This is an optimization exercise on Yosys and OpenROAD, whose aim is small area, a short achievable clock period and few clock cycles per item, not a production implementation.
Power is estimated from default activity; no workload was simulated.

==> flow/design.v <==
package sil_pkg;
	localparam int CAPACITY_DEF = 16;
	localparam int VALUE_W      = 32;
	localparam int POS_W        = 4;
endpackage
module sil_ctrl (
	input  logic        clk,
	input  logic        arst_n,
	input  logic        start,
	input  logic        lt_d,       
	output logic        pk_en,      
	output logic        xfer,       
	output logic        sel_k,      
	output logic        dload,      
	output logic [16:1] msel,       
	output logic        busy,
	output logic        strobe,
	output logic [3:0]  position,
	output logic        last,
	output logic        rejected
);
	logic [4:0]  n_q;        
	logic [3:0]  ph_q;       
	logic [3:0]  rem_q;      
	logic        z_q;        
	logic        act_q;      
	logic        grow_q;     
	logic        placed_q;   
	logic        selk_q;     
	logic        pv_q;       
	logic        npv_q;      
	logic        xfer_q;     
	logic        dload_q;    
	logic [16:1] msel_q;     
	logic        strobe_q;
	logic [3:0]  pos_q;
	logic        last_q;
	logic        rej_q;
	logic z;
	logic take;
	logic ptake;
	logic nstart;
	logic inc;
	logic n0, n1, n15, n16;
	assign z      = z_q;
	assign n0     = (n_q == 5'd0);
	assign n1     = (n_q == 5'd1);
	assign n15    = (n_q == 5'd15);
	assign n16    = n_q[4];
	assign take   = start && npv_q;
	assign ptake  = take;
	assign nstart = xfer_q;
	assign inc    = act_q && grow_q && z;
	logic [4:0] n_d;
	logic [3:0] rem_d;
	logic       z_d;
	logic       act_d;
	logic       grow_d;
	logic       placed_d;
	logic       pv_d;
	logic       dload_d;
	logic       inc2;
	assign n_d = n_q + {4'd0, inc};
	always_comb begin
		if (!z) begin
			rem_d = rem_q - 4'd1;
			z_d   = (rem_q == 4'd1);
		end else if (nstart) begin
			rem_d = (n16 || (n15 && inc)) ? 4'd15 : 4'(n_d);
			z_d   = dload_q;
		end else begin
			rem_d = (n0 || inc) ? n_q[3:0] : n_q[3:0] - 4'd1;
			z_d   = n0 || (n1 && !inc);
		end
	end
	assign act_d    = nstart || (act_q && !z);
	assign grow_d   = nstart ? !(n16 || (n15 && inc)) : grow_q;
	assign placed_d = !z && (placed_q || selk_q);
	assign pv_d     = (!npv_q && !xfer_q) || ptake;
	assign dload_d  = n0 && !inc && !act_d;
	assign inc2     = (act_q && grow_q && !z && (rem_q == 4'd2)) ||
	                  (xfer_q && ((n1 && !inc) || (n0 && inc)));
	always_ff @(posedge clk or negedge arst_n) begin
		if (!arst_n) begin
			n_q      <= '0;
			z_q      <= 1'b1;
			act_q    <= 1'b0;
			pv_q     <= 1'b0;
			npv_q    <= 1'b1;
			xfer_q   <= 1'b0;
			dload_q  <= 1'b1;
			strobe_q <= 1'b0;
		end else begin
			n_q      <= n_d;
			z_q      <= z_d;
			act_q    <= act_d;
			pv_q     <= pv_d;
			npv_q    <= !pv_d;
			xfer_q   <= z_d && pv_d;
			dload_q  <= dload_d;
			strobe_q <= act_q;
		end
	end
	always_ff @(posedge clk) begin
		rem_q    <= rem_d;
		selk_q   <= act_d && grow_d && (z_d || placed_d || lt_d);
		if (dload_d)   msel_q <= 16'd1;
		else if (inc2) msel_q <= {msel_q[15:1], 1'b0};
	end
	always_ff @(posedge clk) begin
		ph_q     <= z ? 4'd0 : ph_q + 4'd1;
		grow_q   <= grow_d;
		placed_q <= placed_d;
		pos_q    <= ph_q;
		last_q   <= z;
		rej_q    <= !grow_q;
	end
	assign pk_en    = npv_q;
	assign xfer     = xfer_q;
	assign sel_k    = selk_q;
	assign dload    = dload_q;
	assign msel     = msel_q;
	assign busy     = pv_q;
	assign strobe   = strobe_q;
	assign position = pos_q;
	assign last     = last_q;
	assign rejected = rej_q;
endmodule
module sil_datapath #(
	parameter int CAPACITY = sil_pkg::CAPACITY_DEF
) (
	input  logic                               clk,
	input  logic                               pk_en,
	input  logic                               xfer,
	input  logic                               sel_k,
	input  logic                               dload,
	input  logic [16:1]                        msel,
	input  logic signed [sil_pkg::VALUE_W-1:0] value,
	output logic                               lt_d,
	output logic signed [sil_pkg::VALUE_W-1:0] element
);
	localparam int W = sil_pkg::VALUE_W;
	function automatic logic less(input logic [W-1:0] a, input logic [W-1:0] b);
		logic [W-1:0] l, g;
		for (int i = 0; i < W; i++) begin
			if (i == W - 1) begin
				l[i] = a[i] & ~b[i];
				g[i] = ~a[i] & b[i];
			end else begin
				l[i] = ~a[i] & b[i];
				g[i] = a[i] & ~b[i];
			end
		end
		for (int s = 1; s < W; s = s * 2) begin
			for (int i = 0; i + s < W; i = i + 2 * s) begin
				l[i] = l[i+s] | (~g[i+s] & l[i]);
				g[i] = g[i+s] | (~l[i+s] & g[i]);
			end
		end
		less = l[0];
	endfunction
	logic signed [W-1:0] cells_q [CAPACITY];
	logic signed [W-1:0] k_q;      
	logic signed [W-1:0] pk_q;     
	logic signed [W-1:0] head_q;   
	logic signed [W-1:0] hn_q;     
	logic signed [W-1:0] out;
	logic signed [W-1:0] hn_d;
	assign out = sel_k ? k_q : head_q;
	always_comb begin
		hn_d = '0;
		if (msel[1] && dload) begin
			hn_d = pk_q;
		end else begin
			if (msel[1] || msel[2]) hn_d = out;
			for (int p = 2; p < CAPACITY; p++) begin
				if (msel[18-p]) hn_d = hn_d | cells_q[p];
			end
		end
	end
	logic lt_pk, lt_k;
	assign lt_pk = less(pk_q, hn_q);
	assign lt_k  = less(k_q, hn_q);
	assign lt_d  = xfer ? lt_pk : lt_k;
	always_ff @(posedge clk) begin
		for (int i = 0; i < CAPACITY - 1; i++) cells_q[i] <= cells_q[i+1];
		cells_q[CAPACITY-1] <= out;
		if (xfer)       k_q <= pk_q;
		else if (sel_k) k_q <= head_q;
		if (pk_en) pk_q <= value;
		head_q <= hn_q;
		hn_q   <= hn_d;
	end
	assign element = cells_q[CAPACITY-1];
endmodule
module sorted_insert_list #(
	parameter int CAPACITY = sil_pkg::CAPACITY_DEF
) (
	input  logic                              clk,
	input  logic                              arst_n,
	input  logic                              start,
	input  logic signed [sil_pkg::VALUE_W-1:0] value,
	output logic                              busy,
	output logic                              strobe,
	output logic signed [sil_pkg::VALUE_W-1:0] element,
	output logic [sil_pkg::POS_W-1:0]         position,
	output logic                              last,
	output logic                              rejected
);
	logic       lt_d;
	logic       pk_en;
	logic       xfer;
	logic       sel_k;
	logic       dload;
	logic [16:1] msel;
	sil_ctrl u_ctrl (
		.clk      (clk),
		.arst_n   (arst_n),
		.start    (start),
		.lt_d     (lt_d),
		.pk_en    (pk_en),
		.xfer     (xfer),
		.sel_k    (sel_k),
		.dload    (dload),
		.msel     (msel),
		.busy     (busy),
		.strobe   (strobe),
		.position (position),
		.last     (last),
		.rejected (rejected)
	);
	sil_datapath #(
		.CAPACITY (CAPACITY)
	) u_datapath (
		.clk     (clk),
		.pk_en   (pk_en),
		.xfer    (xfer),
		.sel_k   (sel_k),
		.dload   (dload),
		.msel    (msel),
		.value   (value),
		.lt_d    (lt_d),
		.element (element)
	);
endmodule
clock: 5.5 ns
lec_check: 0
cap_margin: 20
core_margin: 2
core_utilization: 60
cts_cluster_diameter: 100
cts_cluster_size: 25
setup_slack_margin: 3.5
slew_margin: 20
run.sh (not shown) runs the stock make flow with config.mk's settings and CLKGATE_MAP_FILE= SYNTH_SCRIPT=/design/flow/synth_recipe.tcl, a recipe that flattens the netlist after the stock synthesis.
Rerun with:
--- a/flow/design.v
+++ b/flow/design.v
@@ -37,8 +37,9 @@
 	logic        last_q;
 	logic        rej_q;
 	logic z;
 	logic take;
+	logic dtake;
 	logic ptake;
 	logic nstart;
 	logic inc;
 	logic n0, n1, n15, n16;
@@ -47,10 +48,11 @@
 	assign n1     = (n_q == 5'd1);
 	assign n15    = (n_q == 5'd15);
 	assign n16    = n_q[4];
 	assign take   = start && npv_q;
-	assign ptake  = take;
-	assign nstart = xfer_q;
+	assign dtake  = take && dload_q;
+	assign ptake  = take && !dload_q;
+	assign nstart = xfer_q || dtake;
 	assign inc    = act_q && grow_q && z;
 	logic [4:0] n_d;
 	logic [3:0] rem_d;
 	logic       z_d;
@@ -169,24 +171,22 @@
 	assign out = sel_k ? k_q : head_q;
 	always_comb begin
 		hn_d = '0;
 		if (msel[1] && dload) begin
-			hn_d = pk_q;
+			hn_d = value;
 		end else begin
 			if (msel[1] || msel[2]) hn_d = out;
 			for (int p = 2; p < CAPACITY; p++) begin
 				if (msel[18-p]) hn_d = hn_d | cells_q[p];
 			end
 		end
 	end
-	logic lt_pk, lt_k;
-	assign lt_pk = less(pk_q, hn_q);
-	assign lt_k  = less(k_q, hn_q);
-	assign lt_d  = xfer ? lt_pk : lt_k;
+	assign lt_d = less(xfer ? pk_q : k_q, hn_q);
 	always_ff @(posedge clk) begin
 		for (int i = 0; i < CAPACITY - 1; i++) cells_q[i] <= cells_q[i+1];
 		cells_q[CAPACITY-1] <= out;
-		if (xfer)       k_q <= pk_q;
+		if (dload)      k_q <= value;
+		else if (xfer)  k_q <= pk_q;
 		else if (sel_k) k_q <= head_q;
 		if (pk_en) pk_q <= value;
 		head_q <= hn_q;
 		hn_q   <= hn_d;
The new run produced a clean layout.
Design area rose by 1.7%.
Maximum frequency fell by 3.5%.
Total power rose by 5.8%.
Clock-buffer cell count rose by 1.
Utilization stays flat.
Via count rose by 4.0%.
No run of this note included a check of the RTL's function; only the layout flow was run.

re-timing with driven ports:
How much do the figures lean on ideal ports? The routed layouts below were timed once more, with nothing changed but the port constraints. Step 1 sets driving cells, clkbuf_16 on the clock port and buf_2 on the other inputs (assumed; they add their load-dependent delay and slew). Step 2, shift: input delay + t, output delay - t, t = (earliest + latest rising clock arrival at the registers) / 2. This alone moves slack from input paths to output paths. Three values: ideal ports, drivers, drivers and shift; two values: the first two.
run	t, ns	setup WS [ns]	latest minus earliest clock arrival (ns)
the first run	0.633	3.164 / 3.164 / 3.164	0.017 / 0.017
the second run	0.639	3.078 / 3.078 / 2.794	0.018 / 0.018
After both steps setup and hold are still met in every run listed. For the second run, which loses most, drivers alone change the setup slack by 0.000 ns; drivers and shift together by -0.284 ns.
